What follows belongs to an exercise in optimizing a design on an open flow for small area, a short achievable clock period and few clock cycles per item; a production flow would make more cautious choices. Function was not checked in any run shown here: the RTL went through the layout flow alone.

<file path="design.v">
`timescale 1ns / 1ps
package bfdc_pkg;
  typedef enum logic [2:0] {
    FUNC_UPDATE = 3'd0,
    FUNC_PREDIM = 3'd1,
    FUNC_OFF    = 3'd2,
    FUNC_ON     = 3'd3,
    FUNC_RESET  = 3'd4
  } func_t;
  typedef enum logic [2:0] {
    CFG_BRIGHTNESS    = 3'd0,
    CFG_SLEEP_TIMEOUT = 3'd1,
    CFG_DIM_LEAD      = 3'd2,
    CFG_DIM_END_FRAC  = 3'd3,
    CFG_PREDIM_FRAC   = 3'd4,
    CFG_MIN_DIM_DUTY  = 3'd5
  } cfg_idx_t;
  typedef struct packed {
    logic load;
    logic prep;
    logic div_init;
    logic div_step;
    logic commit;
  } cmd_t;
  typedef struct packed {
    logic need_div;
    logic div_last;
  } status_t;
endpackage
`timescale 1ns / 1ps
module backlight_fade_dim_controller #(
  parameter int TIME_BITS = 32,
  parameter int DUTY_BITS = 8
) (
  input  logic                 clk,
  input  logic                 rst,
  input  logic                 cfg_valid,
  output logic                 cfg_ready,
  input  logic [2:0]           cfg_index,
  input  logic [TIME_BITS-1:0] cfg_data,
  input  logic                 in_valid,
  output logic                 in_ready,
  input  logic [2:0]           func,
  input  logic [TIME_BITS-1:0] now_ms,
  input  logic [TIME_BITS-1:0] last_activity_ms,
  input  logic                 in_dim_phase,
  output logic                 out_valid,
  input  logic                 out_ready,
  output logic [DUTY_BITS-1:0] duty,
  output logic                 duty_written,
  output logic                 pwm_running,
  output logic                 backlight_cut
);
  assign cfg_ready = 1'b1;
  logic [7:0]  cB, cFe, cFp, cM;
  logic [31:0] cT, cL;
  always_ff @(posedge clk) begin
    if (rst) begin
      cB  <= 8'd180;
      cT  <= 32'd30000;
      cL  <= 32'd5000;
      cFe <= 8'd31;
      cFp <= 8'd77;
      cM  <= 8'd4;
    end else if (cfg_valid) begin
      case (cfg_index)
        3'd0: cB  <= cfg_data[7:0];
        3'd1: cT  <= cfg_data;
        3'd2: cL  <= cfg_data;
        3'd3: cFe <= cfg_data[7:0];
        3'd4: cFp <= cfg_data[7:0];
        3'd5: cM  <= cfg_data[7:0];
        default: begin
        end
      endcase
    end
  end
  logic [7:0] dd;      
  logic [7:0] ec;      
  logic [7:0] plc;     
  logic       lbok;    
  logic [1:0] pc;      
  logic       tE2, tP2, tE3, tP3, tE4, tP4;
  logic sv;            
  logic adv;           
  logic acc;
  assign adv      = !sv;
  assign in_ready = !sv && !pc[1];
  assign acc      = in_valid && in_ready;
  logic [31:0] st_start;
  logic        st_started;
  logic        st_cut;
  logic m_tick, m_wrf, m_clrf, m_srcp, m_cut;
  always_comb begin
    m_tick = (func == 3'd0) && !st_cut;
    m_wrf  = (func == 3'd1) || ((func == 3'd3) && st_cut);
    m_clrf = ((func == 3'd2) && !st_cut) || (func == 3'd4);
    m_srcp = (func == 3'd1);
    m_cut  = (func == 3'd2) ? 1'b1 : (func == 3'd3) ? 1'b0 : st_cut;
  end
  always_ff @(posedge clk) begin
    if (rst) begin
      st_start   <= '0;
      st_started <= 1'b0;
      st_cut     <= 1'b0;
    end else if (acc) begin
      st_cut <= m_cut;
      if (m_tick && !st_started) begin
        st_start   <= now_ms;
        st_started <= 1'b1;
      end
      if (func == 3'd4) begin
        st_start   <= '0;
        st_started <= 1'b0;
      end
    end
  end
  logic        v1, tick1, dim1, wrf1, clrf1, srcp1, cut1;
  logic [31:0] now1, ps1, pc1;
  logic [31:0] ps0, pc0;
  always_comb begin
    ps0 = now_ms ^ ~last_activity_ms ^ ~cT;
    pc0 = {(now_ms[30:0] & ~last_activity_ms[30:0]) | (now_ms[30:0] & ~cT[30:0]) |
           (~last_activity_ms[30:0] & ~cT[30:0]), 1'b1};
  end
  always_ff @(posedge clk) begin
    if (rst) begin
      v1 <= 1'b0;
    end else if (adv) begin
      v1 <= acc;
    end
  end
  always_ff @(posedge clk) begin
    if (adv) begin
      tick1 <= m_tick;
      dim1  <= in_dim_phase;
      wrf1  <= m_wrf;
      clrf1 <= m_clrf;
      srcp1 <= m_srcp;
      cut1  <= m_cut;
      now1  <= now_ms;
      ps1   <= ps0;
      pc1   <= pc0;
    end
  end
  logic [31:0] elapsed1, pos1;
  assign elapsed1 = now1 - st_start;
  logic [31:0] ps_b, pc_b;
  always_comb begin
    ps_b = ps1 ^ pc1 ^ cL;
    pc_b = {(ps1[30:0] & pc1[30:0]) | (ps1[30:0] & cL[30:0]) | (pc1[30:0] & cL[30:0]), 1'b1};
  end
  assign pos1 = ps_b + pc_b;
  logic        v2, tick2, dim2, wrf2, clrf2, srcp2, cut2, ehz2;
  logic [7:0]  elo2;
  logic [31:0] pos2;
  always_ff @(posedge clk) begin
    if (rst) begin
      v2 <= 1'b0;
    end else if (adv) begin
      v2 <= v1;
    end
  end
  always_ff @(posedge clk) begin
    if (adv) begin
      tick2 <= tick1;
      dim2  <= dim1;
      wrf2  <= wrf1;
      clrf2 <= clrf1;
      srcp2 <= srcp1;
      cut2  <= cut1;
      elo2  <= elapsed1[7:0];
      ehz2  <= (elapsed1[31:8] == 24'd0);
      pos2[31:8] <= pos1[31:8] & {24{!pc[1]}};
      pos2[7:0]  <= !pc[1] ? pos1[7:0] : pc[0] ? cFe : cFp;
    end
  end
  logic       lt2, plt2, wt2, isdiv2, wr2, clr2;
  logic [7:0] lvq2;
  always_comb begin
    lt2    = ehz2 && (elo2 < cB);
    plt2   = pos2 < cL;
    wt2    = lt2 || dim2 || (cB != 8'hFF);
    isdiv2 = tick2 && !lt2 && dim2 && plt2 && lbok;
    wr2    = tick2 ? wt2 : wrf2;
    clr2   = tick2 ? !wt2 : clrf2;
    lvq2   = (tick2 && lt2) ? elo2 : (tick2 && dim2) ? ec : cB;
  end
  function automatic logic [79:0] csa(input logic [39:0] a, input logic [39:0] b,
                                      input logic [39:0] c);
    logic [39:0] s, k;
    s = a ^ b ^ c;
    k = (a & b) | (a & c) | (b & c);
    csa = {s, k[38:0], 1'b0};
  endfunction
  logic [7:0][39:0] pp;
  logic [5:0][39:0] l1;
  logic [3:0][39:0] l2;
  logic [2:0][39:0] l3;
  logic [39:0] ms2, mc2;
  always_comb begin
    for (int j = 0; j < 8; j++) begin
      pp[j] = dd[j] ? ({8'd0, pos2} << j) : 40'd0;
    end
    {l1[0], l1[1]} = csa(pp[0], pp[1], pp[2]);
    {l1[2], l1[3]} = csa(pp[3], pp[4], pp[5]);
    l1[4] = pp[6];
    l1[5] = pp[7];
    {l2[0], l2[1]} = csa(l1[0], l1[1], l1[2]);
    {l2[2], l2[3]} = csa(l1[3], l1[4], l1[5]);
    {l3[0], l3[1]} = csa(l2[0], l2[1], l2[2]);
    l3[2] = l2[3];
    {ms2, mc2} = csa(l3[0], l3[1], l3[2]);
  end
  logic [10:3][13:0] mt;
  logic [39:0] ms3, mc3;
  always_ff @(posedge clk) begin
    if (rst) begin
      mt[3][13] <= 1'b0;
    end else if (adv) begin
      mt[3][13] <= v2;
    end
  end
  always_ff @(posedge clk) begin
    if (adv) begin
      mt[3][12:0] <= {wr2, clr2, cut2, isdiv2, srcp2 && !tick2, lvq2};
      ms3         <= ms2;
      mc3         <= mc2;
    end
  end
  logic [39:0] lsh3, ys3, yc3, y3;
  always_comb begin
    lsh3 = (tE3 || tP3) ? 40'd0 : {1'b0, cL, 7'd0};
    ys3  = ms3 ^ mc3 ^ ~lsh3;
    yc3  = (ms3 & mc3) | ((ms3 | mc3) & ~lsh3);
    yc3  = {yc3[38:0], 1'b1};
    y3   = ys3 + yc3;
  end
  logic [7:1][39:0] rr;
  always_ff @(posedge clk) begin
    if (rst) begin
      mt[4][13] <= 1'b0;
    end else if (adv) begin
      mt[4][13] <= mt[3][13];
    end
  end
  always_ff @(posedge clk) begin
    if (adv) begin
      rr[7]       <= y3;
      mt[4][12:0] <= {mt[3][12:8], mt[3][9] ? !y3[39] : mt[3][7], mt[3][6:0]};
    end
  end
  for (genvar i = 1; i <= 6; i++) begin : g_step
    logic        sg;
    logic [33:0] u, lx;
    logic [34:0] d;
    logic        q;
    logic [39:0] rn;
    logic [13:0] mn;
    always_comb begin
      sg = rr[i+1][33+i];
      u  = rr[i+1][33+i:i];
      lx = sg ? {2'b0, cL} : ~{2'b0, cL};
      d  = {u, 1'b1} + {lx, !sg};
      q  = !d[33];
      rn = '0;
      rn[32+i:0] = {d[33:1], rr[i+1][i-1:0]};
      mn = mt[10-i];
      if (mt[10-i][9]) mn[i] = q;
    end
    always_ff @(posedge clk) begin
      if (rst) begin
        mt[11-i][13] <= 1'b0;
      end else if (adv) begin
        mt[11-i][13] <= mn[13];
      end
    end
    always_ff @(posedge clk) begin
      if (adv) begin
        rr[i]          <= rn;
        mt[11-i][12:0] <= mn[12:0];
      end
    end
  end
  logic        v10, wr10, clr10, cut10, isdiv10, srcp10;
  logic [7:0]  lvq10;
  assign {v10, wr10, clr10, cut10, isdiv10, srcp10, lvq10} = mt[10];
  logic        q0;
  logic [34:0] d0;
  logic [7:0]  a0, a1, c0, c1, level;
  logic [7:0]  r_duty;
  logic        r_pwm;
  logic        prod;
  always_comb begin
    d0     = {rr[1][33:0], 1'b1} + {(rr[1][33] ? {2'b0, cL} : ~{2'b0, cL}), !rr[1][33]};
    q0     = !d0[33];
    a0     = cB - {lvq10[7:1], 1'b0};
    a1     = cB - {lvq10[7:1], 1'b1};
    c0     = (a0 < cM) ? cM : a0;
    c1     = (a1 < cM) ? cM : a1;
    level  = isdiv10 ? (q0 ? c1 : c0) : (srcp10 ? plc : lvq10);
    r_duty = wr10 ? level : duty;
    r_pwm  = wr10 || (!clr10 && pwm_running);
    prod   = v10 && adv;
  end
  logic [7:0] sd;
  logic       sw, sp, sc;
  logic       deliver;
  assign deliver = out_valid && out_ready;
  always_ff @(posedge clk) begin
    if (rst) begin
      out_valid     <= 1'b0;
      sv            <= 1'b0;
      duty          <= '0;
      duty_written  <= 1'b0;
      pwm_running   <= 1'b1;
      backlight_cut <= 1'b0;
    end else if (sv) begin
      if (deliver) begin
        sv            <= 1'b0;
        duty          <= sd;
        duty_written  <= sw;
        pwm_running   <= sp;
        backlight_cut <= sc;
      end
    end else if (prod) begin
      if (!out_valid || deliver) begin
        out_valid     <= 1'b1;
        duty          <= r_duty;
        duty_written  <= wr10;
        pwm_running   <= r_pwm;
        backlight_cut <= cut10;
      end else begin
        sv <= 1'b1;
        sd <= r_duty;
        sw <= wr10;
        sp <= r_pwm;
        sc <= cut10;
      end
    end else if (deliver) begin
      out_valid <= 1'b0;
    end
  end
  always_ff @(posedge clk) begin
    if (rst) begin
      pc   <= 2'd0;
      tE2  <= 1'b0;
      tP2  <= 1'b0;
      tE3  <= 1'b0;
      tP3  <= 1'b0;
      tE4  <= 1'b0;
      tP4  <= 1'b0;
      dd   <= 8'd159;
      ec   <= 8'd21;
      plc  <= 8'd54;
      lbok <= 1'b1;
    end else if (cfg_valid) begin
      pc  <= 2'd3;
      tE2 <= 1'b0;
      tP2 <= 1'b0;
      tE3 <= 1'b0;
      tP3 <= 1'b0;
      tE4 <= 1'b0;
      tP4 <= 1'b0;
    end else begin
      if (pc != 2'd0) pc <= pc - 2'd1;
      tE2 <= (pc == 2'd3);
      tP2 <= (pc == 2'd2);
      tE3 <= tE2;
      tP3 <= tP2;
      tE4 <= tE3;
      tP4 <= tP3;
      if (pc == 2'd3) dd <= cB;
      if (tE3) ec <= y3[15:8];
      if (tE4) begin
        dd   <= cB - ec;
        lbok <= (cL != 32'd0) && (cB > ec);
        ec   <= (ec < cM) ? cM : ec;
      end
      if (tP3) plc <= y3[15:8];
      if (tP4) plc <= (plc < cM) ? cM : plc;
    end
  end
endmodule
</file>
<file path="run.sh">
#!/bin/bash
# synth_recipe.tcl (not shown) runs the flow's synth.tcl, then flattens the netlist and writes it again
# the make line also repeats each setting of config.mk as NAME=value (left out here)
make -C /OpenROAD-flow-scripts/flow DESIGN_CONFIG=/design/flow/config.mk WORK_HOME=/design/flow/orfs CLKGATE_MAP_FILE= SYNTH_SCRIPT=/design/flow/synth_recipe.tcl finish
</file>
<file path="config.mk">
export PLATFORM = sky130hd
export DESIGN_NAME = backlight_fade_dim_controller
export DESIGN_NICKNAME = backlight_fade_dim_controller
export VERILOG_FILES = /design/flow/design.v
export SDC_FILE = /design/flow/constraint.sdc
export NUM_CORES = 4
export LEC_CHECK = 0
export CAP_MARGIN = 20
export CORE_MARGIN = 2
export CORE_UTILIZATION = 40
export SETUP_SLACK_MARGIN = 4
export SLEW_MARGIN = 20
</file>
<file path="constraint.sdc">
create_clock -name core_clock -period 9.0 [get_ports {clk}]
set_input_delay 1.8000 -clock core_clock [delete_from_list [all_inputs] [get_ports {clk}]]
set_output_delay 1.8000 -clock core_clock [all_outputs]
set_load 0.01 [all_outputs]
</file>
==> results of run 1 <==
==> final cells by class <==
type                    count  area, um^2  share of cell area, %
multi-input cells        3796       30100                   49.7
flip-flops and latches    782       21600                   35.7
clock buffers             124        2500                   4.14
well taps                1781        2230                   3.68
inverters                 495        1880                   3.11
repair buffers            177        1650                   2.73
clock inverters            47         536                  0.885
==> registers in the layout, indices dropped and copies added (netlist names), 31 cells and up <==
signal    cells
pos2         32
ps1          32
pc1          31
cL           32
mt          112
ms3          39
now1         32
st_start     32
rr          259
cT           32
mc3          35
==> metal layers <==
| layer | global-route usage (%) | wire length [um] |
|---|---|---|
| met1 | 25.1 | 60000 |
| met5 | 0 | 24 |
| met4 | 7.77 | 5130 |
| met2 | 33.6 | 65700 |
| met3 | 2.30 | 4900 |
==> worst max path at each step <==
stage,startpoint,endpoint,slack [ps],cells past startpoint
5_1_grt,cL[17],mt[21],4010,14
4_1_cts,cL[17],mt[21],4260,14
2_1_floorplan,cL[0],pos2[30],4700,17
6_report,cL[17],mt[21],4390,14
3_3_place_gp,cL[1],pos2[30],4270,12
3_5_place_dp,cL[17],mt[21],4270,14
==> placed cells by master, fill, tap and decap left out, types with 56 or more instances in the layout <==
cell	instances
edfxtp_1	596
inv_1	490
nand2_1	463
ha_1	426
xnor2_1	395
a21oi_1	377
nor2_1	301
fa_1	280
and2_1	216
dfxtp_1	184
o21ai_0	183
a21o_1	142
clkdlybuf4s50_1	119
xor2_1	98
clkbuf_16	94
nand3_1	73
nor3_1	69
o21a_1	58
buf_4	56
==> logic make-up after synthesis <==
family                     after synthesis
muxes                                   60
xor gates and xnor gates               493
AOI/OAI and AO/OA                     1156
and+or+nand+nor                       1380
DFF                                    782
buffers and inverters                  665
other                                    1
adders and majority gates              706
==> what timing repair did <==
action	CTS	global route
gates resized for setup	0	1
setup endpoints to repair	0	1
setup buffers	0	0
==> worst max-delay path, delay by kind of cell (launching register included) <==
family / cells / cell delay (ps)
simple gates: 2 / 230
buf+inv: 1 / 330
mux: 1 / 170
xor+xnor: 1 / 620
compound gates: 7 / 1300
flops: 1 / 830
fa+ha+maj: 2 / 850
==> flow_metrics.env, run 1 <==
export IMPL_status="finished clean"
export IMPL_grt_remaining_overflow=0
export IMPL_tns_ps=0
export IMPL_hold_viol_final=0
export IMPL_synth_edf_count=596
export IMPL_grt_pass1_vias=37746
export IMPL_grtUsageTotal_pct=19.6
export IMPL_cp_start_kind="flop"
export IMPL_relSlewSlack_pct=25.0
export IMPL_postSynthAreaPerCell_um2=10.3
export IMPL_clkLatencyLatePin_ps=720
export IMPL_cts_root_buf="clkbuf_16"
export IMPL_synth_top_area_share_pct=33.0
export IMPL_place_area_mm2=0.0575
export IMPL_yosys_top_cells_count="596 x edfxtp_1, 491 x inv_1, 464 x nand2_1"
export IMPL_rr_startpoint="cL[17]"
export IMPL_dieArea_mm2=0.138
export IMPL_crit_fanout=8
export IMPL_nets=6158
export IMPL_ioPinCount=122
export IMPL_port_buffers=120
export IMPL_cp_cell_sequence="buf_4 > nand2_1 > fa_1 > ha_1 > a21oi_1 > o21bai_1 > a21o_1 > a31oi_1 > o21ai_0 > nor3_1 > a211oi_1 > o221ai_1 > xnor2_1 > mux2i_1"
export IMPL_worstHoldEndpoint="mt[33]"
export IMPL_via_per_inst=5.24
export IMPL_utilization_pct=44.8
export IMPL_grt_pass1_wl_mm=212
export IMPL_cp_slowest_stage_delay_ps=830
export IMPL_tightest_slew_ps=1120
export IMPL_crit_slowest_cell="dfxtp_1"
export IMPL_cp_data_required_time_ps=9430
export IMPL_rows=135
export IMPL_drtIter0Drc=2257
export IMPL_n_fill_cell=12616
export IMPL_initial_core_util_pct=40.2
export IMPL_fin_crit_sh_pct=51.3
export IMPL_synth_top_flop_cell="edfxtp_1"
export IMPL_placedCellCount=7031
export IMPL_design_area_mm2=0.0605
export IMPL_first_pass_iters=7
export IMPL_final_cells=7202
export IMPL_yosysUniqueCellTypes=103
export IMPL_synth_top_family_by_area="adder cells"
export IMPL_synth_fa_ha_area_share_pct=20.2
export IMPL_dpl_hpwl_mm=102
export IMPL_post_drt_wl_per_cell_um=18.8
export IMPL_final_layout_size_suffix_gt1_share_pct=5.09
export IMPL_hold_path_startpoint="mt[19]"
export IMPL_routabilityCongestion=0.903
export IMPL_clock_sinks=782
export IMPL_synthArstFlopShare_pct=0
export IMPL_syn_nets=6057
export IMPL_postLayoutSetupSlackWorst_ps=4390
export IMPL_yosysMostFrequentCell="edfxtp_1"
export IMPL_drc=0
export IMPL_diodes=0
export IMPL_hold_path_class="reg -> reg"
export IMPL_synth_area_mm2=0.0542
export IMPL_cts_buffer_depth=3
export IMPL_hold_worst_slack_ps=414
export IMPL_min_period_ps=4610
export IMPL_synth_top_area_cell="edfxtp_1"
export IMPL_synth_warning_count=1
export IMPL_drv_slew=0
export IMPL_ys_seq_area_share_pct=39.9
export IMPL_pre_cts_slack_ps=4270
export IMPL_reg2reg_to="mt[21]"
export IMPL_synth_area_leaders="edfxtp_1 33%, fa_1 10%, ha_1 9.8%, dfxtp_1 6.9%, xnor2_1 6.4%"
export IMPL_synthXorXnorAreaFrac_pct=7.97
export IMPL_die_y_um=372
export IMPL_r2r_setup_slack_ps=4390
export IMPL_max_cap_violations=0
export IMPL_cp_end_kind="flop"
export IMPL_routed_wl_mm=136
export IMPL_ant_nets=0
export IMPL_tritoncts="yes"
export IMPL_grt_max_degree=171
export IMPL_synthSimpleGateAreaFrac_pct=12.2
export IMPL_skew_ps=50.6
export IMPL_synthMuxAreaShare_pct=1.14
export IMPL_core_area_mm2=0.135
export IMPL_worst_endpoint_arrival_ps=5040
export IMPL_worstRegToRegCells=14
export IMPL_synth_cells=5243
export IMPL_rsz0062_at_grt="no"
export IMPL_syn_to_final_growth_pct=11.6
export IMPL_antenna_found_initial=5
export IMPL_crit_type="reg -> reg"
export IMPL_ys_ff_latch=782
export IMPL_clkTransAtPathRegs_ps=60
export IMPL_cts_buffers=92
export IMPL_cts_hold_buf=0
export IMPL_dr_total_vias=37771
export IMPL_setup_viol=0
export IMPL_htreeDepth=3
export IMPL_die_x_um=372
export IMPL_fmax_mhz=217
export IMPL_synth_compound_area_share_pct=14.0
export IMPL_whs_path_depth=0
==> run 2: changes to the inputs <==
--- a/config.mk
+++ b/config.mk
@@ -10,3 +10,3 @@
 export CORE_UTILIZATION = 40
-export SETUP_SLACK_MARGIN = 4
+export SETUP_SLACK_MARGIN = 5
 export SLEW_MARGIN = 20
==> run 2 against run 1 <==
Net effect:
- clock skew grew 3.0 ps
- non-clock buffer count is 47 higher
- largest cell class unchanged
- still clean on timing, DRC and antenna
- area after synthesis unchanged
==> flow_metrics.env, run 2 <==
export IMPL_core_area_mm2=0.135
export IMPL_routabilityCongestion=0.906
export IMPL_tritoncts="yes"
export IMPL_worst_endpoint_arrival_ps=4540
export IMPL_crit_fanout=6
export IMPL_syn_nets=6057
export IMPL_largest_reg_flops=259
export IMPL_crit_type="reg -> reg"
export IMPL_ioPinCount=122
export IMPL_tns_ps=0
export IMPL_yosysMostFrequentCell="edfxtp_1"
export IMPL_placedCellCount=7036
export IMPL_htreeDepth=3
export IMPL_rows=135
export IMPL_grt_remaining_overflow=0
export IMPL_synth_top_flop_cell="edfxtp_1"
export IMPL_via_per_inst=5.27
export IMPL_post_drt_wl_per_cell_um=19.3
export IMPL_cp_slowest_stage_delay_ps=530
export IMPL_pre_cts_slack_ps=4140
export IMPL_postSynthAreaPerCell_um2=10.3
export IMPL_cts_buffer_depth=3
export IMPL_die_y_um=372
export IMPL_clkTransAtPathRegs_ps=60
export IMPL_synth_top_area_cell="edfxtp_1"
export IMPL_rsz0062_at_grt="yes"
export IMPL_status="finished clean"
export IMPL_place_area_mm2=0.0575
export IMPL_crit_slowest_cell="fa_1"
export IMPL_ys_seq_area_share_pct=39.9
export IMPL_synthArstFlopShare_pct=0
export IMPL_cts_buffers=91
export IMPL_synth_warning_count=1
export IMPL_layout_commonest_cell="edfxtp_1"
export IMPL_hold_path_class="reg -> reg"
export IMPL_synth_cells=5243
export IMPL_worstHoldEndpoint="rr[123]"
export IMPL_cp_end_kind="flop"
export IMPL_n_fill_cell=12605
export IMPL_synth_area_mm2=0.0542
export IMPL_syn_to_final_growth_pct=13.6
export IMPL_worstRegToRegCells=15
export IMPL_reg2reg_to="rr[276]"
export IMPL_design_area_mm2=0.0616
export IMPL_skew_ps=53.6
export IMPL_clock_sinks=782
export IMPL_layout_common_cells="596 x edfxtp_1, 488 x inv_1, 460 x nand2_1"
export IMPL_port_buffers=120
export IMPL_relSlewSlack_pct=24.7
export IMPL_grtUsageTotal_pct=20.2
export IMPL_cts_hold_buf=0
export IMPL_ff_latch_area_mm2=0.0217
export IMPL_cp_cell_sequence="nor2_4 > buf_12 > nand2_4 > fa_1 > ha_4 > a21o_1 > o32ai_2 > nand4bb_4 > a21oi_4 > o211a_1 > a221o_2 > a2111o_1 > a21o_1 > a21oi_2 > xnor2_1"
export IMPL_regMostFlops="rr"
export IMPL_tightest_slew_ps=1130
export IMPL_yosysUniqueCellTypes=103
export IMPL_cp_common_cell="a21o_1"
export IMPL_rr_startpoint="tP3"
export IMPL_final_cells=7250
export IMPL_postLayoutSetupSlackWorst_ps=4910
export IMPL_synth_edf_count=596
export IMPL_min_period_ps=4090
export IMPL_dpl_hpwl_mm=104
export IMPL_dr_total_vias=38203
export IMPL_antenna_found_initial=6
export IMPL_grt_max_degree=155
export IMPL_fmax_mhz=244
export IMPL_reg_top3="rr: 259 flops, mt: 112 flops, ms3: 39 flops"
export IMPL_first_pass_iters=5
export IMPL_nets=6205
export IMPL_grt_pass1_wl_mm=218
export IMPL_multiInputGateArea_mm2=0.0305
export IMPL_cts_root_buf="clkbuf_16"
export IMPL_hold_worst_slack_ps=412
export IMPL_whs_path_depth=0
export IMPL_drtIter0Drc=2291
export IMPL_fin_crit_sh_pct=45.5
export IMPL_ant_nets=0
export IMPL_final_layout_size_suffix_gt1_share_pct=7.32
export IMPL_ys_ff_latch=782
export IMPL_drc=0
export IMPL_cp_data_required_time_ps=9440
export IMPL_routed_wl_mm=140
export IMPL_drv_slew=0
export IMPL_hold_path_startpoint="rr[163]"
export IMPL_max_cap_violations=0
export IMPL_cp_start_kind="flop"
export IMPL_dieArea_mm2=0.138
export IMPL_yosys_top_cells_count="596 x edfxtp_1, 491 x inv_1, 464 x nand2_1"
export IMPL_die_x_um=372
export IMPL_synth_area_leaders="edfxtp_1 33%, fa_1 10%, ha_1 9.8%, dfxtp_1 6.9%, xnor2_1 6.4%"
export IMPL_r2r_setup_slack_ps=4910
export IMPL_grt_pass1_vias=38278
export IMPL_setup_viol=0
export IMPL_hold_viol_final=0
export IMPL_synth_top_area_share_pct=33.0
export IMPL_clkLatencyLatePin_ps=740
export IMPL_initial_core_util_pct=40.2
## run 2: critical path: cells and delay by family, from the launching register on
kind | cells | cell delay [ps]
AO/OA/AOI/OAI | 8 | 2020
AND/OR/NAND/NOR | 3 | 440
adder cells (fa/ha/maj) | 2 | 750
buffers and inverters | 1 | 150
flip-flops | 1 | 360
XOR/XNOR | 1 | 70
## run 2: routing by layer
metal	routed length [um]	global-route usage, %	vias to the layer above
met5	38	0	-
li1	-	-	18633
met4	6100	8.10	6
met3	5170	2.69	235
met1	61700	26.1	18569
met2	66800	34.2	760
## run 2: timing repair
action / in CTS / in global routing
endpoints found under the hold margin: 0 / 0
resized for setup: 58 / 70
pin swaps: 28 / 41
endpoints found under the setup margin: 67 / 59
buffers inserted: 15 / 24
gates cloned: 3 / 1
## run 2: how the worst max path moves through the flow
stage / start / end / slack (ps)
2_1_floorplan: cL[4] / rr[276] / 5010
3_3_place_gp: cfg_valid / cL[17] / 4130
3_5_place_dp: cfg_valid / cL[17] / 4140
4_1_cts: tE3 / rr[276] / 4930
5_1_grt: tP3 / rr[276] / 4740
6_report: tP3 / rr[276] / 4910
## run 2: layout make-up
class,count,area share [%]
clock buffer,117,4.06
tap,1781,3.62
clock inverter,52,0.983
multi-input combinational,3797,49.5
antenna,2,0.00813
sequential,782,35.2
timing repair buffer,224,3.57
inverter,495,3.06
## run 2: stage by stage
stage / utilization, %
global route: 45.6
CTS: 45.2
finish: 45.6
global placement: 42.6
detailed placement: 42.6
floorplan: -
## run 2: cells by family (layout without fill, tap and decap cells)
kind of cell | after synthesis | count (layout) | share of synthesized area [%]
other cells | 1 | 3 | 0.00692
mux | 60 | 60 | 1.14
simple gates | 1380 | 1381 | 12.2
buf+inv | 665 | 888 | 4.64
xor+xnor | 493 | 493 | 7.97
fa+ha+maj | 706 | 706 | 20.2
flops | 782 | 782 | 39.9
compound gates | 1156 | 1156 | 14.0
==> run 3: changes to the inputs <==
--- a/design.v
+++ b/design.v
@@ -231,4 +231,5 @@
   logic [39:0] lsh3, ys3, yc3, y3;
+  logic [15:0] xr3;    
   always_comb begin
-    lsh3 = (tE3 || tP3) ? 40'd0 : {1'b0, cL, 7'd0};
+    lsh3 = {1'b0, cL, 7'd0};
     ys3  = ms3 ^ mc3 ^ ~lsh3;
@@ -237,2 +238,3 @@
     y3   = ys3 + yc3;
+    xr3  = y3[15:0] + {cL[8:0], 7'd0};
   end
@@ -373,3 +375,3 @@
       if (pc == 2'd3) dd <= cB;
-      if (tE3) ec <= y3[15:8];
+      if (tE3) ec <= xr3[15:8];
       if (tE4) begin
@@ -379,3 +381,3 @@
       end
-      if (tP3) plc <= y3[15:8];
+      if (tP3) plc <= xr3[15:8];
       if (tP4) plc <= (plc < cM) ? cM : plc;
--- a/config.mk
+++ b/config.mk
@@ -9,3 +9,3 @@
 export CORE_MARGIN = 2
-export CORE_UTILIZATION = 40
+export CORE_UTILIZATION = 60
 export SETUP_SLACK_MARGIN = 5
==> run 3 against run 2 <==
Net effect:
- non-clock buffer count grew 24
- utilization increased by 23 points
- area after synthesis increased by 0.31%
- sequential share of layout area about the same
- count of clock-buffer cells in the layout grew 6
- highest routed layer is now met4
==> flow_metrics.env, run 3 <==
export IMPL_cts_buffer_depth=3
export IMPL_yosysUniqueCellTypes=89
export IMPL_layout_common_cells="596 x edfxtp_1, 584 x inv_1, 430 x xnor2_1"
export IMPL_layout_commonest_cell="edfxtp_1"
export IMPL_rr_startpoint="cL[2]"
export IMPL_worst_endpoint_arrival_ps=4680
export IMPL_drtIter0Drc=2757
export IMPL_status="finished clean"
export IMPL_crit_fanout=13
export IMPL_fmax_mhz=246
export IMPL_grt_pass1_vias=37594
export IMPL_synth_cells=5279
export IMPL_drv_slew=0
export IMPL_synth_area_mm2=0.0544
export IMPL_hold_path_startpoint="mt[67]"
export IMPL_synthArstFlopShare_pct=0
export IMPL_placedCellCount=6473
export IMPL_grtUsageTotal_pct=29.1
export IMPL_syn_to_final_growth_pct=13.0
export IMPL_synth_top_area_share_pct=32.9
export IMPL_synth_area_leaders="edfxtp_1 33%, fa_1 10%, ha_1 10%, xnor2_1 7.1%, dfxtp_1 6.8%"
export IMPL_n_fill_cell=6985
export IMPL_min_period_ps=4070
export IMPL_fin_crit_sh_pct=45.2
export IMPL_post_drt_wl_per_cell_um=20.4
export IMPL_yosys_top_cells_count="596 x edfxtp_1, 589 x inv_1, 438 x xnor2_1"
export IMPL_diodes=0
export IMPL_cts_root_buf="clkbuf_16"
export IMPL_htreeDepth=3
export IMPL_rows=110
export IMPL_whs_path_depth=0
export IMPL_die_x_um=305
export IMPL_final_cells=6697
export IMPL_antenna_found_initial=1
export IMPL_grt_max_degree=179
export IMPL_drc=0
export IMPL_worstHoldEndpoint="mt[81]"
export IMPL_cp_start_kind="flop"
export IMPL_reg2reg_to="ec[7]"
export IMPL_cp_data_required_time_ps=9610
export IMPL_hold_viol_final=0
export IMPL_dpl_hpwl_mm=101
export IMPL_synth_top_flop_cell="edfxtp_1"
export IMPL_ys_seq_area_share_pct=39.8
export IMPL_crit_type="reg -> reg"
export IMPL_r2r_setup_slack_ps=4930
export IMPL_core_area_mm2=0.0899
export IMPL_synth_top_area_cell="edfxtp_1"
export IMPL_final_layout_size_suffix_gt1_share_pct=7.61
export IMPL_worstRegToRegCells=20
export IMPL_tritoncts="yes"
export IMPL_synth_edf_count=596
export IMPL_dr_total_vias=38485
export IMPL_synth_warning_count=1
export IMPL_nets=6272
export IMPL_routed_wl_mm=137
export IMPL_rsz0062_at_grt="yes"
export IMPL_regMostFlops="rr"
export IMPL_hold_path_class="reg -> reg"
export IMPL_initial_core_util_pct=60.5
export IMPL_skew_ps=32.1
export IMPL_cts_buffers=90
export IMPL_grt_pass1_wl_mm=211
export IMPL_die_y_um=305
export IMPL_cp_end_kind="flop"
export IMPL_grt_remaining_overflow=0
export IMPL_setup_viol=0
export IMPL_reg_top3="rr: 259 flops, mt: 112 flops, ms3: 39 flops"
export IMPL_ys_ff_latch=782
export IMPL_ioPinCount=122
export IMPL_ant_nets=0
export IMPL_port_buffers=120
export IMPL_max_cap_violations=0
export IMPL_clkTransAtPathRegs_ps=60
export IMPL_yosysMostFrequentCell="edfxtp_1"
export IMPL_routabilityCongestion=0.912
export IMPL_largest_reg_flops=259
export IMPL_utilization_pct=68.4
export IMPL_postSynthAreaPerCell_um2=10.3
export IMPL_dieArea_mm2=0.0931
export IMPL_first_pass_iters=5
export IMPL_via_per_inst=5.75
export IMPL_syn_nets=6102
export IMPL_clkLatencyLatePin_ps=680
export IMPL_cts_hold_buf=0
export IMPL_tightest_slew_ps=1110
export IMPL_relSlewSlack_pct=25.9
export IMPL_clock_sinks=782
## run 3: cell types whose count changed in the layout (fill, tap and decap cells not counted), moves of 24 or more
cell     previous run  this run
inv_1             488       584
nand2_1           460       384
a21o_1            142       206
xnor2_1           392       430
nor2b_1            43        71
xor2_1             97        72
buf_4              83       107
## run 3: through the flow
step                      setup TNS (ps)  setup slack [ps]  hold WS [ps]  area (um^2)
after floorplan                  -412550              -687           400        54400
after global placement                 0              4200           400        57000
after detailed placement               0              4140           405        57000
after CTS                              0              4980           415        60700
after global routing                   0              4670           420        61500
final                                  0              4930           413        61500
## run 3: worst max-delay path: stages (launching register included)
cell and delay [ps]:
dfxtp_1 300, buf_4 220, fa_1 550, inv_1 60, ha_4 300, nand2_2 100
nor2_1 120, nor2_1 50, a21oi_2 230, xor2_2 210, ha_1 290, inv_1 120
a21oi_2 60, o21ai_1 150, nand2b_1 100, a21o_1 180, a21oi_2 170, xnor2_2 90
xnor2_2 170, a2111oi_2 390, a31o_2 140
## run 3: layout make-up
type / count / area, um^2 / area share [%]
Multi-Input combinational cell: 3736 / 30700 / 49.9
Sequential cell: 782 / 21600 / 35.2
Clock buffer: 123 / 2640 / 4.29
Timing Repair Buffer: 248 / 2380 / 3.87
Inverter: 591 / 2230 / 3.62
Tap cell: 1176 / 1470 / 2.39
Clock inverter: 41 / 444 / 0.723
## run 3: worst max-delay path by stage
stage	from	endpoint	slack (ps)
after floorplan	sv	clrf1	-690
after global placement	cL[0]	plc[7]	4200
after detailed placement	cL[0]	plc[7]	4140
after CTS	ms3[1]	plc[7]	4980
after global routing	cL[2]	ec[7]	4670
final	cL[2]	ec[7]	4930
## run 3: cell families after synthesis
family          synth area share, %
mux                           0.870
buf+inv                        5.28
xor+xnor                       8.25
other cells                 0.00690
flops                          39.8
compound gates                 13.6
simple gates                   11.9
fa+ha+maj                      20.3
## run 3: timing repair
item,CTS,global route
gates resized for setup,86,117
gates cloned,1,1
buffers inserted,26,32
setup endpoints to repair,93,65
pin swaps,31,46
## run 3: layer usage
metal | global-route usage (%) | part of all wire, %
met1 | 38.5 | 43
met2 | 50.1 | 49
met3 | 3.20 | 4.2
met4 | 9.48 | 3.3
met5 | 0 | 0
==> run 4: changes to the inputs <==
--- a/config.mk
+++ b/config.mk
@@ -9,3 +9,3 @@
 export CORE_MARGIN = 2
-export CORE_UTILIZATION = 60
+export CORE_UTILIZATION = 40
 export SETUP_SLACK_MARGIN = 5
==> run 4 against run 3 <==
Net effect:
- sequential share of layout area decreased by 0.33 points
- first-iteration DRC count decreased by 21%
==> flow_metrics.env, run 4 <==
export IMPL_status="finished clean"
export IMPL_port_buffers=120
export IMPL_ys_seq_area_share_pct=39.8
export IMPL_grt_pass1_vias=37582
export IMPL_synth_top_flop_cell="edfxtp_1"
export IMPL_drtIter0Drc=2172
export IMPL_whs_path_depth=0
export IMPL_cp_start_kind="flop"
export IMPL_post_drt_wl_per_cell_um=19.5
export IMPL_postLayoutSetupSlackWorst_ps=4890
export IMPL_rows=135
export IMPL_synth_top_area_cell="edfxtp_1"
export IMPL_synthXorXnorAreaFrac_pct=8.25
export IMPL_synth_top_family_by_area="adder cells"
export IMPL_place_area_mm2=0.0577
export IMPL_routed_wl_mm=142
export IMPL_diodes=0
export IMPL_r2r_setup_slack_ps=4890
export IMPL_synth_top_area_share_pct=32.9
export IMPL_crit_slowest_cell="fa_1"
export IMPL_nets=6258
export IMPL_reg2reg_to="ec[7]"
export IMPL_regMostFlops="rr"
export IMPL_die_y_um=373
export IMPL_relSlewSlack_pct=26.5
export IMPL_dpl_hpwl_mm=105
export IMPL_cp_data_required_time_ps=9660
export IMPL_layout_commonest_cell="edfxtp_1"
export IMPL_drc=0
export IMPL_synth_cells=5279
export IMPL_worstHoldEndpoint="mt[109]"
export IMPL_clkTransAtPathRegs_ps=60
export IMPL_reg_top3="rr: 259 flops, mt: 112 flops, ms3: 39 flops"
export IMPL_cp_slowest_stage_delay_ps=550
export IMPL_hold_viol_final=0
export IMPL_min_period_ps=4110
export IMPL_syn_to_final_growth_pct=14.1
export IMPL_cp_end_kind="flop"
export IMPL_grt_pass1_wl_mm=217
export IMPL_skew_ps=66.0
export IMPL_crit_type="reg -> reg"
export IMPL_fin_crit_sh_pct=45.7
export IMPL_htreeDepth=3
export IMPL_syn_nets=6102
export IMPL_tns_ps=0
export IMPL_hold_path_class="reg -> reg"
export IMPL_yosys_top_cells_count="596 x edfxtp_1, 589 x inv_1, 438 x xnor2_1"
export IMPL_fmax_mhz=243
export IMPL_synthArstFlopShare_pct=0
export IMPL_placedCellCount=7075
export IMPL_first_pass_iters=5
export IMPL_initial_core_util_pct=40.2
export IMPL_design_area_mm2=0.0621
export IMPL_cts_root_buf="clkbuf_16"
export IMPL_synthMuxAreaShare_pct=0.870
export IMPL_dr_total_vias=38277
export IMPL_path_buf_inv=2
export IMPL_final_layout_size_suffix_gt1_share_pct=7.35
export IMPL_cp_top_family="compound AO/OA/AOI/OAI gates"
export IMPL_routabilityCongestion=0.888
export IMPL_cts_hold_buf=0
export IMPL_synth_edf_count=596
export IMPL_cts_buffer_depth=3
export IMPL_rsz0062_at_grt="yes"
export IMPL_synth_area_leaders="edfxtp_1 33%, fa_1 10%, ha_1 10%, xnor2_1 7.1%, dfxtp_1 6.8%"
export IMPL_via_per_inst=5.25
export IMPL_worst_endpoint_arrival_ps=4770
export IMPL_pre_cts_slack_ps=4390
export IMPL_cp_common_cell="a21o_1"
export IMPL_hold_path_startpoint="mt[95]"
export IMPL_grtUsageTotal_pct=19.9
export IMPL_largest_reg_flops=259
export IMPL_antenna_found_initial=6
export IMPL_yosysUniqueCellTypes=89
export IMPL_synth_compound_area_share_pct=13.6
export IMPL_postSynthAreaPerCell_um2=10.3
export IMPL_rr_startpoint="cL[3]"
export IMPL_grt_remaining_overflow=0
export IMPL_ioPinCount=122
export IMPL_synth_area_mm2=0.0544
export IMPL_cts_buffers=91
export IMPL_synthSimpleGateAreaFrac_pct=11.9
export IMPL_clkLatencyLatePin_ps=730
export IMPL_ys_ff_latch=782
export IMPL_yosysMostFrequentCell="edfxtp_1"
export IMPL_crit_fanout=12
export IMPL_core_area_mm2=0.135
export IMPL_clock_sinks=782
export IMPL_worstRegToRegCells=17
export IMPL_grt_max_degree=169
export IMPL_dieArea_mm2=0.139
export IMPL_max_cap_violations=0
export IMPL_die_x_um=373
export IMPL_setup_viol=0
export IMPL_final_cells=7290
export IMPL_layout_common_cells="596 x edfxtp_1, 584 x inv_1, 432 x xnor2_1"
export IMPL_synth_warning_count=1
export IMPL_drv_slew=0
export IMPL_cp_cell_sequence="fa_1 > inv_1 > ha_1 > a21o_1 > nor3_2 > a21oi_2 > a21o_1 > a21oi_1 > xnor2_2 > ha_1 > a21o_1 > a21oi_2 > xnor2_2 > xnor2_1 > buf_4 > a2111oi_4 > a31o_2"
export IMPL_ant_nets=0
export IMPL_tritoncts="yes"
export IMPL_synth_fa_ha_area_share_pct=20.3
export IMPL_tightest_slew_ps=1100
==> run 4: cell counts after synthesis <==
No cell type changed its count.
==> run 4: timing repair <==
item,4_1_cts,5_1_grt
pin swaps,27,32
resized for setup,77,121
cloned,0,4
endpoints found under the setup margin,92,72
setup buffers,19,24
==> run 4: how the worst max path moves through the flow <==
stage	from	slack (ps)	depth (start not counted)	endpoint
CTS	ms3[7]	4930	17	ec[6]
finish	cL[3]	4890	17	ec[7]
global placement	cL[1]	4430	13	pos2[30]
detailed placement	cL[1]	4390	13	pos2[31]
floorplan	sv	-690	2	clrf1
global route	cL[3]	4680	17	plc[7]
==> run 4: metrics by stage <==
stage | hold WS [ps] | utilization (%)
finish | 412 | 45.9
global route | 422 | 45.9
CTS | 416 | 45.4
detailed placement | 405 | 42.7
global placement | 401 | 42.7
floorplan | 400 | -
==> run 4: cell families (layout without fill, tap and decap cells) <==
family / Yosys count / in the layout
AO/OA/AOI/OAI: 1145 / 1145
XOR/XNOR: 512 / 512
adder cells (fa/ha/maj): 715 / 715
buffers and inverters: 762 / 990
flip-flops: 782 / 782
multiplexers: 46 / 46
other: 1 / 1
AND/OR/NAND/NOR: 1316 / 1318
==> run 4: final cells by class <==
| cell class | count | area, um^2 |
|---|---|---|
| clock buffers | 118 | 2500 |
| clock inverters | 49 | 617 |
| fillers | 12540 | 73100 |
| inverters | 591 | 2230 |
| multi-input cells | 3737 | 30600 |
| flip-flops and latches | 782 | 21600 |
| well taps | 1781 | 2230 |
| repair buffers | 232 | 2240 |
==> run 4: routing by layer <==
metal	vias to the layer above	routed length [um]	global-route usage [%]
li1	18567	-	-
met2	720	67900	33.8
met1	18757	63600	26.4
met5	-	81	0
met4	12	4460	6.24
met3	221	5920	2.71
==> run 5: changes to the inputs <==
--- a/design.v
+++ b/design.v
@@ -30,2 +30,33 @@
 `timescale 1ns / 1ps
+module bfdc_add #(
+  parameter int N = 32
+) (
+  input  logic [N-1:0] a,
+  input  logic [N-1:0] b,
+  input  logic         ci,
+  output logic [N-1:0] s,
+  output logic         co
+);
+  localparam int LV = $clog2(N);
+  logic [LV:0][N-1:0] g, p;
+  logic [N-1:0]       x;
+  assign x    = a ^ b;
+  assign p[0] = x;
+  assign g[0] = (a & b) | {{(N-1){1'b0}}, x[0] & ci};
+  for (genvar l = 0; l < LV; l++) begin : g_lv
+    for (genvar i = 0; i < N; i++) begin : g_bit
+      if (((i >> l) & 1) == 1) begin : g_op
+        localparam int J = ((i >> l) << l) - 1;
+        assign g[l+1][i] = g[l][i] | (p[l][i] & g[l][J]);
+        assign p[l+1][i] = p[l][i] & p[l][J];
+      end else begin : g_pass
+        assign g[l+1][i] = g[l][i];
+        assign p[l+1][i] = p[l][i];
+      end
+    end
+  end
+  assign s  = x ^ {g[LV][N-2:0], ci};
+  assign co = g[LV][N-1];
+endmodule
+`timescale 1ns / 1ps
 module backlight_fade_dim_controller #(
@@ -146,3 +177,4 @@
   logic [31:0] elapsed1, pos1;
-  assign elapsed1 = now1 - st_start;
+  bfdc_add #(.N(32)) u_elapsed (
+    .a(now1), .b(~st_start), .ci(1'b1), .s(elapsed1), .co());
   logic [31:0] ps_b, pc_b;
@@ -152,3 +184,3 @@
   end
-  assign pos1 = ps_b + pc_b;
+  bfdc_add #(.N(32)) u_pos (.a(ps_b), .b(pc_b), .ci(1'b0), .s(pos1), .co());
   logic        v2, tick2, dim2, wrf2, clrf2, srcp2, cut2, ehz2;
@@ -178,2 +210,5 @@
   logic       lt2, plt2, wt2, isdiv2, wr2, clr2;
+  logic       pos_ge_l;
+  logic [31:0] pos_m_l;
+  bfdc_add #(.N(32)) u_plt (.a(pos2), .b(~cL), .ci(1'b1), .s(pos_m_l), .co(pos_ge_l));
   logic [7:0] lvq2;
@@ -181,3 +216,3 @@
     lt2    = ehz2 && (elo2 < cB);
-    plt2   = pos2 < cL;
+    plt2   = !pos_ge_l;
     wt2    = lt2 || dim2 || (cB != 8'hFF);
@@ -232,2 +267,3 @@
   logic [15:0] xr3;    
+  bfdc_add #(.N(40)) u_y3 (.a(ys3), .b(yc3), .ci(1'b0), .s(y3), .co());
   always_comb begin
@@ -237,3 +273,2 @@
     yc3  = {yc3[38:0], 1'b1};
-    y3   = ys3 + yc3;
     xr3  = y3[15:0] + {cL[8:0], 7'd0};
@@ -257,3 +292,3 @@
     logic [33:0] u, lx;
-    logic [34:0] d;
+    logic [33:0] d;
     logic        q;
@@ -261,2 +296,3 @@
     logic [13:0] mn;
+    bfdc_add #(.N(34)) u_step (.a(u), .b(lx), .ci(!sg), .s(d), .co());
     always_comb begin
@@ -265,6 +301,5 @@
       lx = sg ? {2'b0, cL} : ~{2'b0, cL};
-      d  = {u, 1'b1} + {lx, !sg};
-      q  = !d[33];
+      q  = !d[32];
       rn = '0;
-      rn[32+i:0] = {d[33:1], rr[i+1][i-1:0]};
+      rn[32+i:0] = {d[32:0], rr[i+1][i-1:0]};
       mn = mt[10-i];
@@ -290,3 +325,5 @@
   logic        q0;
-  logic [34:0] d0;
+  logic [33:0] d0;
+  bfdc_add #(.N(34)) u_last (
+    .a(rr[1][33:0]), .b(rr[1][33] ? {2'b0, cL} : ~{2'b0, cL}), .ci(!rr[1][33]), .s(d0), .co());
   logic [7:0]  a0, a1, c0, c1, level;
@@ -296,4 +333,3 @@
   always_comb begin
-    d0     = {rr[1][33:0], 1'b1} + {(rr[1][33] ? {2'b0, cL} : ~{2'b0, cL}), !rr[1][33]};
-    q0     = !d0[33];
+    q0     = !d0[32];
     a0     = cB - {lvq10[7:1], 1'b0};
==> run 5 against run 4 <==
Net effect:
- first-iteration DRC count is 20% lower
- global-route usage fell by 1.9 points
- non-clock buffer count is 7 lower
- sequential share of layout area is 1.6 points higher
- die area is 4.0% lower
- critical path type unchanged
- register-to-register slack is essentially flat
- still clean
==> flow_metrics.env, run 5 <==
export IMPL_ys_seq_area_share_pct=41.5
export IMPL_dpl_hpwl_mm=88.4
export IMPL_skew_ps=37.3
export IMPL_grt_pass1_vias=34733
export IMPL_synth_top_area_share_pct=34.3
export IMPL_yosysMostFrequentCell="inv_1"
export IMPL_clock_sinks=782
export IMPL_ys_ff_latch=782
export IMPL_largest_reg_flops=259
export IMPL_status="finished clean"
export IMPL_drtIter0Drc=1747
export IMPL_ant_nets=0
export IMPL_synth_top_area_cell="edfxtp_1"
export IMPL_routed_wl_mm=118
export IMPL_crit_fanout=3
export IMPL_r2r_setup_slack_ps=4890
export IMPL_synth_area_leaders="edfxtp_1 34%, fa_1 12%, ha_1 10%, dfxtp_1 7.1%, xnor2_1 6.2%"
export IMPL_drc=0
export IMPL_grt_remaining_overflow=0
export IMPL_yosys_top_cells_count="640 x inv_1, 596 x edfxtp_1, 422 x ha_1"
export IMPL_yosysUniqueCellTypes=97
export IMPL_antenna_found_initial=1
export IMPL_final_cells=6813
export IMPL_grt_max_degree=172
export IMPL_rr_startpoint="mc3[7]"
export IMPL_cts_root_buf="clkbuf_16"
export IMPL_layout_commonest_cell="inv_1"
export IMPL_relSlewSlack_pct=25.6
export IMPL_clkLatencyLatePin_ps=700
export IMPL_nets=5849
export IMPL_crit_start="mc3[7]"
export IMPL_synth_cells=4835
export IMPL_synth_top_flop_cell="edfxtp_1"
export IMPL_worstRegToRegCells=20
export IMPL_final_layout_size_suffix_gt1_share_pct=8.03
export IMPL_first_pass_iters=6
export IMPL_clkTransAtPathRegs_ps=60
export IMPL_regMostFlops="rr"
export IMPL_ioPinCount=122
export IMPL_hold_viol_final=0
export IMPL_crit_type="reg -> reg"
export IMPL_max_cap_violations=0
export IMPL_synthArstFlopShare_pct=0
export IMPL_rsz0062_at_grt="yes"
export IMPL_min_period_ps=4110
export IMPL_dr_total_vias=34060
export IMPL_synth_edf_count=596
export IMPL_drv_slew=0
export IMPL_die_x_um=365
export IMPL_setup_viol=0
export IMPL_placedCellCount=6602
export IMPL_via_per_inst=5.00
export IMPL_cts_buffer_depth=3
export IMPL_tritoncts="yes"
export IMPL_cp_end_kind="flop"
export IMPL_dieArea_mm2=0.133
export IMPL_fin_crit_sh_pct=45.7
export IMPL_postSynthAreaPerCell_um2=10.8
export IMPL_htreeDepth=3
export IMPL_fmax_mhz=243
export IMPL_reg_top3="rr: 259 flops, mt: 112 flops, ms3: 39 flops"
export IMPL_multiInputGateArea_mm2=0.0281
export IMPL_hold_path_class="reg -> reg"
export IMPL_initial_core_util_pct=40.3
export IMPL_worstHoldEndpoint="mt[77]"
export IMPL_grtUsageTotal_pct=18.0
export IMPL_ff_latch_area_mm2=0.0216
export IMPL_hold_path_startpoint="mt[63]"
export IMPL_layout_common_cells="637 x inv_1, 596 x edfxtp_1, 412 x ha_1"
export IMPL_n_fill_cell=12099
export IMPL_routabilityCongestion=0.880
export IMPL_cp_data_required_time_ps=9540
export IMPL_grt_pass1_wl_mm=189
export IMPL_tightest_slew_ps=1120
export IMPL_whs_path_depth=0
export IMPL_diodes=0
export IMPL_core_area_mm2=0.129
export IMPL_cts_buffers=88
export IMPL_syn_to_final_growth_pct=13.9
export IMPL_tns_ps=0
export IMPL_die_y_um=365
export IMPL_port_buffers=120
export IMPL_post_drt_wl_per_cell_um=17.4
export IMPL_worst_endpoint_arrival_ps=4650
export IMPL_synth_warning_count=1
export IMPL_cp_start_kind="flop"
export IMPL_synth_area_mm2=0.0522
export IMPL_reg2reg_to="ec[7]"
export IMPL_rows=132
export IMPL_syn_nets=5687
## run 5: timing repair
item,CTS,global route
setup buffers,23,23
gates resized for setup,61,63
endpoints found under the setup margin,69,55
pin swaps,29,53
gates cloned,0,1
hold buffers,0,0
## run 5: cell type report
type                       instances  area share (%)
inverter                         643            4.11
multi-input combinational       3257            47.3
clock inverter                    54            1.04
sequential                       782            36.4
clock buffer                     110            3.97
timing repair buffer             225            3.51
tap                             1742            3.67
## run 5: per-stage QoR
step | hold WS, ps | util (%) | cell area [um^2] | worst slack, ps
final | 403 | 45.9 | 59400 | 4890
after CTS | 403 | 45.5 | 58900 | 4730
after detailed placement | 405 | 42.8 | 55500 | 4280
after global placement | 401 | 42.8 | 55500 | 4360
after global routing | 422 | 45.9 | 59400 | 4710
after floorplan | 400 | - | 52200 | 5040
## run 5: layer usage
layer | part of all wire [%] | track usage, %
met5 | 0 | 0
met4 | 2.9 | 6.20
met3 | 4.2 | 2.38
met2 | 48 | 30.6
met1 | 45 | 23.7
## run 5: logic make-up after synthesis
logic type / Yosys count / synth area share [%]
and+or+nand+nor: 1207 / 11.3
AOI/OAI and AO/OA: 802 / 10.4
buffers and inverters: 797 / 5.75
DFF: 782 / 41.5
adders and majority gates: 744 / 22.5
xor gates and xnor gates: 442 / 7.44
muxes: 60 / 1.19
other: 1 / 0.00719
## run 5: worst max-delay path by stage
| stage | end | slack, ps | depth (start not counted) |
|---|---|---|---|
| 4_1_cts | ehz2 | 4730 | 17 |
| 3_3_place_gp | ehz2 | 4360 | 17 |
| 5_1_grt | ec[7] | 4710 | 21 |
| 2_1_floorplan | ec[7] | 5040 | 19 |
| 6_report | ec[7] | 4890 | 20 |
| 3_5_place_dp | ehz2 | 4280 | 17 |
## run 5: worst max-delay path: stages, from the launching register on
cell	delay, ps
edfxtp_1	350
inv_2	40
fa_1	510
inv_2	50
ha_4	280
nand2_4	60
a211oi_4	220
nor3_2	100
fa_2	440
xnor2_4	200
ha_4	240
nor2b_1	120
o21ai_1	200
a21oi_2	100
o21ai_2	140
a21oi_1	90
xnor2_1	230
xnor2_2	130
mux2_4	290
mux2i_1	120
nor2_1	50
==> run 6: changes to the inputs <==
--- a/design.v
+++ b/design.v
@@ -266,3 +266,2 @@
   logic [39:0] lsh3, ys3, yc3, y3;
-  logic [15:0] xr3;    
   bfdc_add #(.N(40)) u_y3 (.a(ys3), .b(yc3), .ci(1'b0), .s(y3), .co());
@@ -273,3 +272,2 @@
     yc3  = {yc3[38:0], 1'b1};
-    xr3  = y3[15:0] + {cL[8:0], 7'd0};
   end
@@ -381,2 +379,10 @@
   end
+  logic [15:0] xr;
+  logic [7:0]  xe, xec, xpc;
+  always_comb begin
+    xr  = rr[7][15:0] + {cL[8:0], 7'd0};
+    xe  = xr[15:8];
+    xec = (xe < cM) ? cM : xe;
+    xpc = xec;
+  end
   always_ff @(posedge clk) begin
@@ -411,10 +417,8 @@
       if (pc == 2'd3) dd <= cB;
-      if (tE3) ec <= xr3[15:8];
       if (tE4) begin
-        dd   <= cB - ec;
-        lbok <= (cL != 32'd0) && (cB > ec);
-        ec   <= (ec < cM) ? cM : ec;
+        dd   <= cB - xe;
+        lbok <= (cL != 32'd0) && (cB > xe);
+        ec   <= xec;
       end
-      if (tP3) plc <= xr3[15:8];
-      if (tP4) plc <= (plc < cM) ? cM : plc;
+      if (tP4) plc <= xpc;
     end
==> run 6 against run 5 <==
Net effect:
- flip-flop and latch count unchanged
- cell count down 3.2%
- clock skew up 11 ps
- fmax up 4.6%
- non-clock buffer count down 33
- first-iteration DRC count up 18%
- sequential share of layout area up 0.96 points
- count of clock-buffer cells in the layout up 4
- area after synthesis down 1.8%
- critical path type is now in -> reg
- critical endpoint is now cL[24]
- largest cell class unchanged
==> flow_metrics.env, run 6 <==
export IMPL_status="finished clean"
export IMPL_n_fill_cell=11732
export IMPL_postSynthAreaPerCell_um2=10.9
export IMPL_grt_pass1_vias=33703
export IMPL_place_area_mm2=0.0544
export IMPL_hold_worst_slack_ps=410
export IMPL_tritoncts="yes"
export IMPL_rows=131
export IMPL_cts_buffer_depth=3
export IMPL_max_cap_violations=0
export IMPL_largest_reg_flops=259
export IMPL_grt_remaining_overflow=0
export IMPL_synth_area_leaders="edfxtp_1 35%, fa_1 13%, ha_1 10%, dfxtp_1 7.3%, xnor2_1 6.2%"
export IMPL_yosysUniqueCellTypes=81
export IMPL_layout_commonest_cell="inv_1"
export IMPL_synth_top_area_cell="edfxtp_1"
export IMPL_fmax_mhz=255
export IMPL_hold_viol_final=0
export IMPL_clkLatencyLatePin_ps=690
export IMPL_grt_max_degree=139
export IMPL_cp_data_required_time_ps=9460
export IMPL_synthArstFlopShare_pct=0
export IMPL_htreeDepth=3
export IMPL_postLayoutSetupSlackWorst_ps=5070
export IMPL_routabilityCongestion=0.847
export IMPL_cp_start_kind="input pin"
export IMPL_regMostFlops="rr"
export IMPL_crit_type="in -> reg"
export IMPL_reg_top3="rr: 259 flops, mt: 112 flops, ms3: 39 flops"
export IMPL_ioPinCount=122
export IMPL_routed_wl_mm=128
export IMPL_dpl_hpwl_mm=93.4
export IMPL_final_layout_size_suffix_gt1_share_pct=6.33
export IMPL_core_area_mm2=0.127
export IMPL_multiInputGateArea_mm2=0.0269
export IMPL_synth_top_area_share_pct=34.9
export IMPL_design_area_mm2=0.0579
export IMPL_fin_crit_sh_pct=43.6
export IMPL_r2r_setup_slack_ps=5080
export IMPL_dieArea_mm2=0.131
export IMPL_yosys_top_cells_count="638 x inv_1, 596 x edfxtp_1, 414 x ha_1"
export IMPL_crit_fanout=37
export IMPL_pre_cts_slack_ps=4450
export IMPL_cp_end_kind="flop"
export IMPL_ys_ff_latch=782
export IMPL_post_drt_wl_per_cell_um=19.4
export IMPL_layout_common_cells="638 x inv_1, 596 x edfxtp_1, 413 x ha_1"
export IMPL_setup_viol=0
export IMPL_cts_hold_buf=0
export IMPL_cts_buffers=92
export IMPL_grt_pass1_wl_mm=197
export IMPL_hold_path_class="reg -> reg"
export IMPL_worst_endpoint_arrival_ps=4390
export IMPL_placedCellCount=6412
export IMPL_port_buffers=120
export IMPL_syn_nets=5562
export IMPL_rsz0062_at_grt="yes"
export IMPL_synth_cells=4718
export IMPL_synth_warning_count=1
export IMPL_synth_edf_count=596
export IMPL_yosysMostFrequentCell="inv_1"
export IMPL_clkTransAtPathRegs_ps=60
export IMPL_tns_ps=0
export IMPL_drv_slew=0
export IMPL_via_per_inst=5.13
export IMPL_antenna_found_initial=3
export IMPL_clock_sinks=782
export IMPL_die_y_um=362
export IMPL_synth_top_flop_cell="edfxtp_1"
export IMPL_hold_path_startpoint="mt[75]"
export IMPL_dr_total_vias=33830
export IMPL_ys_seq_area_share_pct=42.2
export IMPL_cts_root_buf="clkbuf_16"
export IMPL_first_pass_iters=5
export IMPL_drtIter0Drc=2068
export IMPL_rr_startpoint="cL[21]"
export IMPL_grtUsageTotal_pct=19.5
export IMPL_crit_start="cfg_valid"
export IMPL_synth_area_mm2=0.0512
export IMPL_drc=0
export IMPL_min_period_ps=3930
export IMPL_diodes=0
export IMPL_nets=5699
export IMPL_die_x_um=362
export IMPL_syn_to_final_growth_pct=12.9
export IMPL_ff_latch_area_mm2=0.0216
export IMPL_skew_ps=48.3
export IMPL_final_cells=6593
export IMPL_tightest_slew_ps=1030
export IMPL_relSlewSlack_pct=31.2
export IMPL_ant_nets=0
export IMPL_initial_core_util_pct=40.2
## run 6: changes by cell type after synthesis, sizes merged, moves of 18 or more
| cell | previous run | this run |
|---|---|---|
| a211oi | 41 | 22 |
| a21o | 98 | 79 |
| a21oi | 253 | 280 |
| and2 | 210 | 228 |
| nand2 | 366 | 331 |
| nor2 | 284 | 257 |
| nor2b | 40 | 61 |
| nor3 | 80 | 56 |
| o21a | 69 | 44 |
## run 6: worst paths after layout
kind                   to  cells after the start
setup reg to reg  rr[279]                     14
hold reg to reg    mt[89]                      0
hold / removal     mt[89]                      0
setup / recovery   cL[24]                      6
## run 6: cell families (layout without fill, tap and decap cells)
| group | after synthesis | after routing | share of synthesized area (%) |
|---|---|---|---|
| mux | 59 | 59 | 1.20 |
| flops | 782 | 782 | 42.2 |
| other cells | 1 | 1 | 0.00732 |
| fa+ha+maj | 736 | 736 | 22.7 |
| simple gates | 1137 | 1137 | 10.9 |
| compound gates | 762 | 762 | 9.43 |
| buf+inv | 790 | 1003 | 5.82 |
| xor+xnor | 451 | 451 | 7.71 |
## run 6: critical path: stages
cell and delay (ps):
clkdlybuf4s50_1 870, nand2b_1 220, nor2_2 140, buf_4 450
nand2_1 120, a21oi_1 760
## run 6: what timing repair did
item | CTS | global route
setup buffers | 3 | 8
gates resized for setup | 28 | 74
pin swaps | 7 | 24
setup endpoints to repair | 81 | 65
## run 6: cell type report
class	instances	area share [%]
inverter	641	4.20
multi-input combinational	3146	46.4
clock inverter	56	0.889
tap	1662	3.59
sequential	782	37.4
clock buffer	114	4.19
timing repair buffer	192	3.27
## run 6: routing by layer
layer  vias to the layer above  wire (um)  GRT usage, %  share of wire, %
li1                      16189          -             -                 -
met5                         -         24             0             0.019
met3                       198       5410          2.57               4.2
met4                         4       4070          5.79               3.2
met1                     16711      56700          26.1                44
met2                       728      61600          33.1                48
## run 6: per-stage QoR
step | utilization (%)
after floorplan | -
after global placement | 42.7
after detailed placement | 42.7
after CTS | 45.1
after global routing | 45.4
final | 45.4

## what the ideal ports hide
The flow's constraints put no driver on any port. The routed layouts listed below were extracted and timed again, unchanged, in two steps. Step 1: set_driving_cell puts a clkbuf_16 on clk and a buf_2 on each other input, an assumption about the parent block. Step 2 adds t to the input delays and takes it off the output delays; t is the mean of the earliest and latest rising clock arrival at the registers after step 1. Input paths then give back, and output paths get back, about the clock's delay inside the block. Slacks: ideal / step 1 / step 2; pairs: ideal / step 1.
run	shift t [ns]	setup slack, ns	hold slack, ns	latest minus earliest clock arrival (ns)
run 1	0.770	4.387 / 4.387 / 4.279	0.414 / 0.414 / 0.414	0.050 / 0.051
run 2	0.789	4.906 / 4.906 / 4.445	0.412 / 0.412 / 0.412	0.057 / 0.057
run 3	0.731	4.928 / 4.928 / 4.928	0.413 / 0.413 / 0.413	0.032 / 0.032
run 4	0.775	4.891 / 4.891 / 4.557	0.412 / 0.412 / 0.412	0.066 / 0.066
run 5	0.754	4.890 / 4.890 / 4.719	0.403 / 0.403 / 0.403	0.040 / 0.040
run 6	0.748	5.072 / 5.079 / 4.343	0.410 / 0.410 / 0.410	0.048 / 0.049
After both steps setup and hold are still met in every run listed. For run 6, which loses most, drivers alone change the setup slack by +0.007 ns; drivers and shift together by -0.729 ns.
